This design comes from an exercise in tuning for small area on the open sky130 flow, not from production work. Only simulation tests tie the RTL to the original design; equivalence was not proved. Power figures rest on the tool's default switching activity, not on a simulated workload.

Setup of north:
// db_top
module db_top (
    input  logic                         clk,
    input  logic                         rst_n,
    input  logic                         lcu_start_i,
    input  logic [db_pkg::LCU_X_W-1:0]   lcu_x_i,
    input  logic [db_pkg::SAO_W-1:0]     lcu_sao_i,
    input  logic                         seg_valid_i,
    input  logic                         seg_ver_i,
    input  logic                         seg_lcu_edge_i,
    input  logic                         intra_i,
    input  logic                         tu_edge_i,
    input  logic                         pu_edge_i,
    input  logic                         cbf_p_i,
    input  logic                         cbf_q_i,
    input  logic [2*db_pkg::MV_W-1:0]    mv_p_i,
    input  logic [2*db_pkg::MV_W-1:0]    mv_q_i,
    input  logic [db_pkg::QP_W-1:0]      qp_i,
    input  logic [db_pkg::PIX4_W-1:0]    pix_p_i,
    input  logic [db_pkg::PIX4_W-1:0]    pix_q_i,
    output logic                         out_valid_o,
    output logic [db_pkg::BS_W-1:0]      out_bs_o,
    output logic [db_pkg::PIX4_W-1:0]    out_p_o,
    output logic [db_pkg::PIX4_W-1:0]    out_q_o
);
==> flow/config.mk <==
export PLATFORM = sky130hd
export DESIGN_NAME = db_top
export DESIGN_NICKNAME = db_top
export VERILOG_FILES = /design/flow/design.v
export SDC_FILE = /design/flow/constraint.sdc
export NUM_CORES = 4
export LEC_CHECK = 0
export CAP_MARGIN = 20
export CORE_MARGIN = 2
export CORE_UTILIZATION = 60
export CTS_BUF_LIST = sky130_fd_sc_hd__clkbuf_8
export CTS_CLUSTER_DIAMETER = 60
export CTS_CLUSTER_SIZE = 16
export GPL_TIMING_DRIVEN = 0
export SLEW_MARGIN = 20
==> flow/constraint.sdc <==
create_clock -name core_clock -period 12.0 [get_ports {clk}]
set_input_delay 2.4000 -clock core_clock [delete_from_list [all_inputs] [get_ports {clk}]]
set_output_delay 2.4000 -clock core_clock [all_outputs]
set_load 0.01 [all_outputs]
standard.sh (not shown) runs the stock make flow with config.mk's settings and CLKGATE_MAP_FILE= SYNTH_SCRIPT=/design/flow/synth_recipe.tcl, a recipe that flattens the netlist after the stock synthesis.
==> flow/flow/run.sh <==
#!/bin/bash
set -euo pipefail
W=$(pwd)
sed "/^  log_cmd abc {\*}\$abc_args\$/i\\  set abc_args [lreplace \$abc_args 1 1 $W/flow/abc_area.script]" \
    "$FLOW_HOME/scripts/synth.tcl" > "$W/synth_area.tcl"
grep -q "abc_area.script" "$W/synth_area.tcl"
sed "s#source \$::env(SCRIPTS_DIR)/synth.tcl#source $W/synth_area.tcl#" synth_recipe.tcl > "$W/synth_recipe_area.tcl"
grep -q "synth_area.tcl" "$W/synth_recipe_area.tcl"
bash standard.sh \
    SYNTH_SCRIPT="$W/synth_recipe_area.tcl" \
    ADDER_MAP_FILE= \
    BUFFER_PORTS_ARGS="-buffer_cell sky130_fd_sc_hd__buf_1" \
    CTS_ARGS="-sink_clustering_enable -repair_clock_nets -dont_use_dummy_load -buf_list sky130_fd_sc_hd__clkbuf_8 -sink_clustering_size 16 -sink_clustering_max_diameter 60" \
    finish > make.log 2>&1
==> flow/flow/abc_area.script <==
strash
&get -n
&fraig -x
&put
scorr
dc2
strash
dch -f
amap -m -F 2 -A 8
topo
stime -c
#### Input delta (south over north)
- a deleted GPL_TIMING_DRIVEN that had been 0
- a change of CORE_UTILIZATION from 60 to 40
[summary]
NOTE: worst slack after detailed placement in south exceeds that of north. Looking at worst-case setup margin in the final layout across north and south, the one that comes out higher is south. nor3_1 as the cell at the slowest stage of the critical path was reported by south, and a221oi_1 by north. Comparing total power for north and south, the bigger number came from south.

========
db_top, a different RTL version from the one above (not shown whole).
Size: ~540 flip-flops, ~210 I/O pins, ~24000 sq um of cells after synthesis.
// db_top
module db_top (
    input  logic                         clk,
    input  logic                         rst_n,
    input  logic                         lcu_start_i,
    input  logic [db_pkg::LCU_X_W-1:0]   lcu_x_i,
    input  logic [db_pkg::SAO_W-1:0]     lcu_sao_i,
    input  logic                         seg_valid_i,
    input  logic                         seg_ver_i,
    input  logic                         seg_lcu_edge_i,
    input  logic                         intra_i,
    input  logic                         tu_edge_i,
    input  logic                         pu_edge_i,
    input  logic                         cbf_p_i,
    input  logic                         cbf_q_i,
    input  logic [2*db_pkg::MV_W-1:0]    mv_p_i,
    input  logic [2*db_pkg::MV_W-1:0]    mv_q_i,
    input  logic [db_pkg::QP_W-1:0]      qp_i,
    input  logic [db_pkg::PIX4_W-1:0]    pix_p_i,
    input  logic [db_pkg::PIX4_W-1:0]    pix_q_i,
    output logic                         out_valid_o,
    output logic [db_pkg::BS_W-1:0]      out_bs_o,
    output logic [db_pkg::PIX4_W-1:0]    out_p_o,
    output logic [db_pkg::PIX4_W-1:0]    out_q_o
);
clock: 12.0 ns
lec_check: 0
cap_margin: 20
core_margin: 2
core_utilization: 40
cts_buf_list: sky130_fd_sc_hd__clkbuf_16
cts_cluster_diameter: 100
cts_cluster_size: 30
slew_margin: 20
==> flow/flow/run.sh <==
#!/bin/bash
set -euo pipefail
W=$(pwd)
sed "/^  log_cmd abc {\*}\$abc_args\$/i\\  set abc_args [lreplace \$abc_args 1 1 $W/flow/abc_area.script]" \
    "$FLOW_HOME/scripts/synth.tcl" > "$W/synth_area.tcl"
grep -q "abc_area.script" "$W/synth_area.tcl"
sed "s#source \$::env(SCRIPTS_DIR)/synth.tcl#source $W/synth_area.tcl#" synth_recipe.tcl > "$W/synth_recipe_area.tcl"
grep -q "synth_area.tcl" "$W/synth_recipe_area.tcl"
bash standard.sh \
    SYNTH_SCRIPT="$W/synth_recipe_area.tcl" \
    ADDER_MAP_FILE= \
    BUFFER_PORTS_ARGS="-buffer_cell sky130_fd_sc_hd__buf_1" \
    CTS_ARGS="-sink_clustering_enable -repair_clock_nets -dont_use_dummy_load -buf_list sky130_fd_sc_hd__clkbuf_16 -sink_clustering_size 30 -sink_clustering_max_diameter 100" \
    finish > make.log 2>&1
==> flow/flow/abc_area.script <==
strash
&get -n
&fraig -x
&put
scorr
dc2
strash
&get -n
&deepsyn -T 300
&put
dch -f
amap -m -F 2 -A 8
topo
stime -c
Rerun with:
--- a/flow/flow/run.sh
+++ b/flow/flow/run.sh
@@ -11,4 +11,4 @@
     ADDER_MAP_FILE= \
     BUFFER_PORTS_ARGS="-buffer_cell sky130_fd_sc_hd__buf_1" \
-    CTS_ARGS="-sink_clustering_enable -repair_clock_nets -dont_use_dummy_load -buf_list sky130_fd_sc_hd__clkbuf_16 -sink_clustering_size 30 -sink_clustering_max_diameter 100" \
+    CTS_ARGS="-sink_clustering_enable -repair_clock_nets -dont_use_dummy_load -buf_list sky130_fd_sc_hd__clkbuf_8 -sink_clustering_size 16 -sink_clustering_max_diameter 60" \
     finish > make.log 2>&1
==> flow/config.mk (replaced) <==
export PLATFORM = sky130hd
export DESIGN_NAME = db_top
export DESIGN_NICKNAME = db_top
export VERILOG_FILES = /design/flow/design.v
export SDC_FILE = /design/flow/constraint.sdc
export NUM_CORES = 4
export LEC_CHECK = 0
export CAP_MARGIN = 5
export CORE_MARGIN = 2
export CORE_UTILIZATION = 40
export CTS_BUF_LIST = sky130_fd_sc_hd__clkbuf_8
export CTS_CLUSTER_DIAMETER = 60
export CTS_CLUSTER_SIZE = 16
export SLEW_MARGIN = 5
Outcome: Area after synthesis is unchanged. Clock-buffer cell count climbs by 22. Cell count is higher by 0.65%. Routed wire length climbs by 0.75%. Flip-flop and latch count is unchanged. Worst setup slack improved by 68 ps. Sequential share of layout area stays flat. Power stays flat.

========
Setup of job 8676:
db_top, a different RTL version from the one above (not shown whole).
For scale: roughly 2400 cells after synthesis, ~540 flip-flops, roughly 210 I/O pins, ~28000 um2 of cells after synthesis.
## db_top
module db_top (
    input  logic                         clk,
    input  logic                         rst_n,
    input  logic                         lcu_start_i,
    input  logic [db_pkg::LCU_X_W-1:0]   lcu_x_i,
    input  logic [db_pkg::SAO_W-1:0]     lcu_sao_i,
    input  logic                         seg_valid_i,
    input  logic                         seg_ver_i,
    input  logic                         seg_lcu_edge_i,
    input  logic                         intra_i,
    input  logic                         tu_edge_i,
    input  logic                         pu_edge_i,
    input  logic                         cbf_p_i,
    input  logic                         cbf_q_i,
    input  logic [2*db_pkg::MV_W-1:0]    mv_p_i,
    input  logic [2*db_pkg::MV_W-1:0]    mv_q_i,
    input  logic [db_pkg::QP_W-1:0]      qp_i,
    input  logic [db_pkg::PIX4_W-1:0]    pix_p_i,
    input  logic [db_pkg::PIX4_W-1:0]    pix_q_i,
    output logic                         out_valid_o,
    output logic [db_pkg::BS_W-1:0]      out_bs_o,
    output logic [db_pkg::PIX4_W-1:0]    out_p_o,
    output logic [db_pkg::PIX4_W-1:0]    out_q_o
);
Settings: LEC_CHECK=0, CAP_MARGIN=20, CORE_MARGIN=2, CORE_UTILIZATION=40, CTS_BUF_LIST=sky130_fd_sc_hd__clkbuf_8, CTS_CLUSTER_DIAMETER=60, CTS_CLUSTER_SIZE=16, SLEW_MARGIN=20; clock period 12.0 ns.
==> flow/flow/run.sh <==
#!/bin/bash
set -euo pipefail
bash standard.sh \
    BUFFER_PORTS_ARGS="-buffer_cell sky130_fd_sc_hd__buf_1" \
    finish > make.log 2>&1
Job 8676: all stages complete, timing, DRC and antenna checks passed
Relative to job 8676, the following input files were edited for job 7862:
==> flow/flow/run.sh <==
#!/bin/bash
set -euo pipefail
bash standard.sh \
    BUFFER_PORTS_ARGS="-buffer_cell sky130_fd_sc_hd__buf_1" \
    RECOVER_POWER=100 \
    finish > make.log 2>&1
[summary]
Area growth from synthesis to layout: job 7862 lower than job 8676
[flow] job 7862 | stages: complete | final checks: fail | reason: max-capacitance violations, max-slew violations
Job 7862 against job 8676: fraction of area in registers now sits higher; ratio of final minimum period to clock period now sits at about the same level; hold violation total from the final report now sits at about the same level.
The met2 wirelength from detailed routing on job 8676 is in line with that on job 7862.

==> afterwards: timing with drivers on the ports <==
In the flow no input, the clock included, has a driving cell. The finished layouts below were timed again as built, in two steps.
Step 1 assumes that a clkbuf_16 drives the clock port and a buf_2 every other input.
Step 2, shift: input delay + t, output delay - t, t = (earliest + latest rising clock arrival at the registers) / 2. This alone moves slack from input paths to output paths.
a / b / c = ideal / step 1 / step 2; a / b = the first two.
run	t, ns	setup WS [ns]	worst setup path after step 2	slew at the worst register clock pin (ns)
north	0.657	0.968 / 0.994 / 0.337	input to register	0.10 / 0.10
south	0.678	1.294 / 1.318 / 0.639	input to register	0.10 / 0.10
the first run of note 2	0.631	1.313 / 1.346 / 0.715	input to register	0.11 / 0.11
the second run of note 2	0.671	1.381 / 1.408 / 0.737	input to register	0.10 / 0.10
job 8676	0.720	0.716 / 0.750 / 0.030	input to register	0.11 / 0.11
job 7862	0.724	0.722 / 0.763 / 0.038	input to register	0.11 / 0.11
The setup slack of job 8676, which loses most, moves by +0.034 ns with the drivers and by -0.686 ns with both steps.
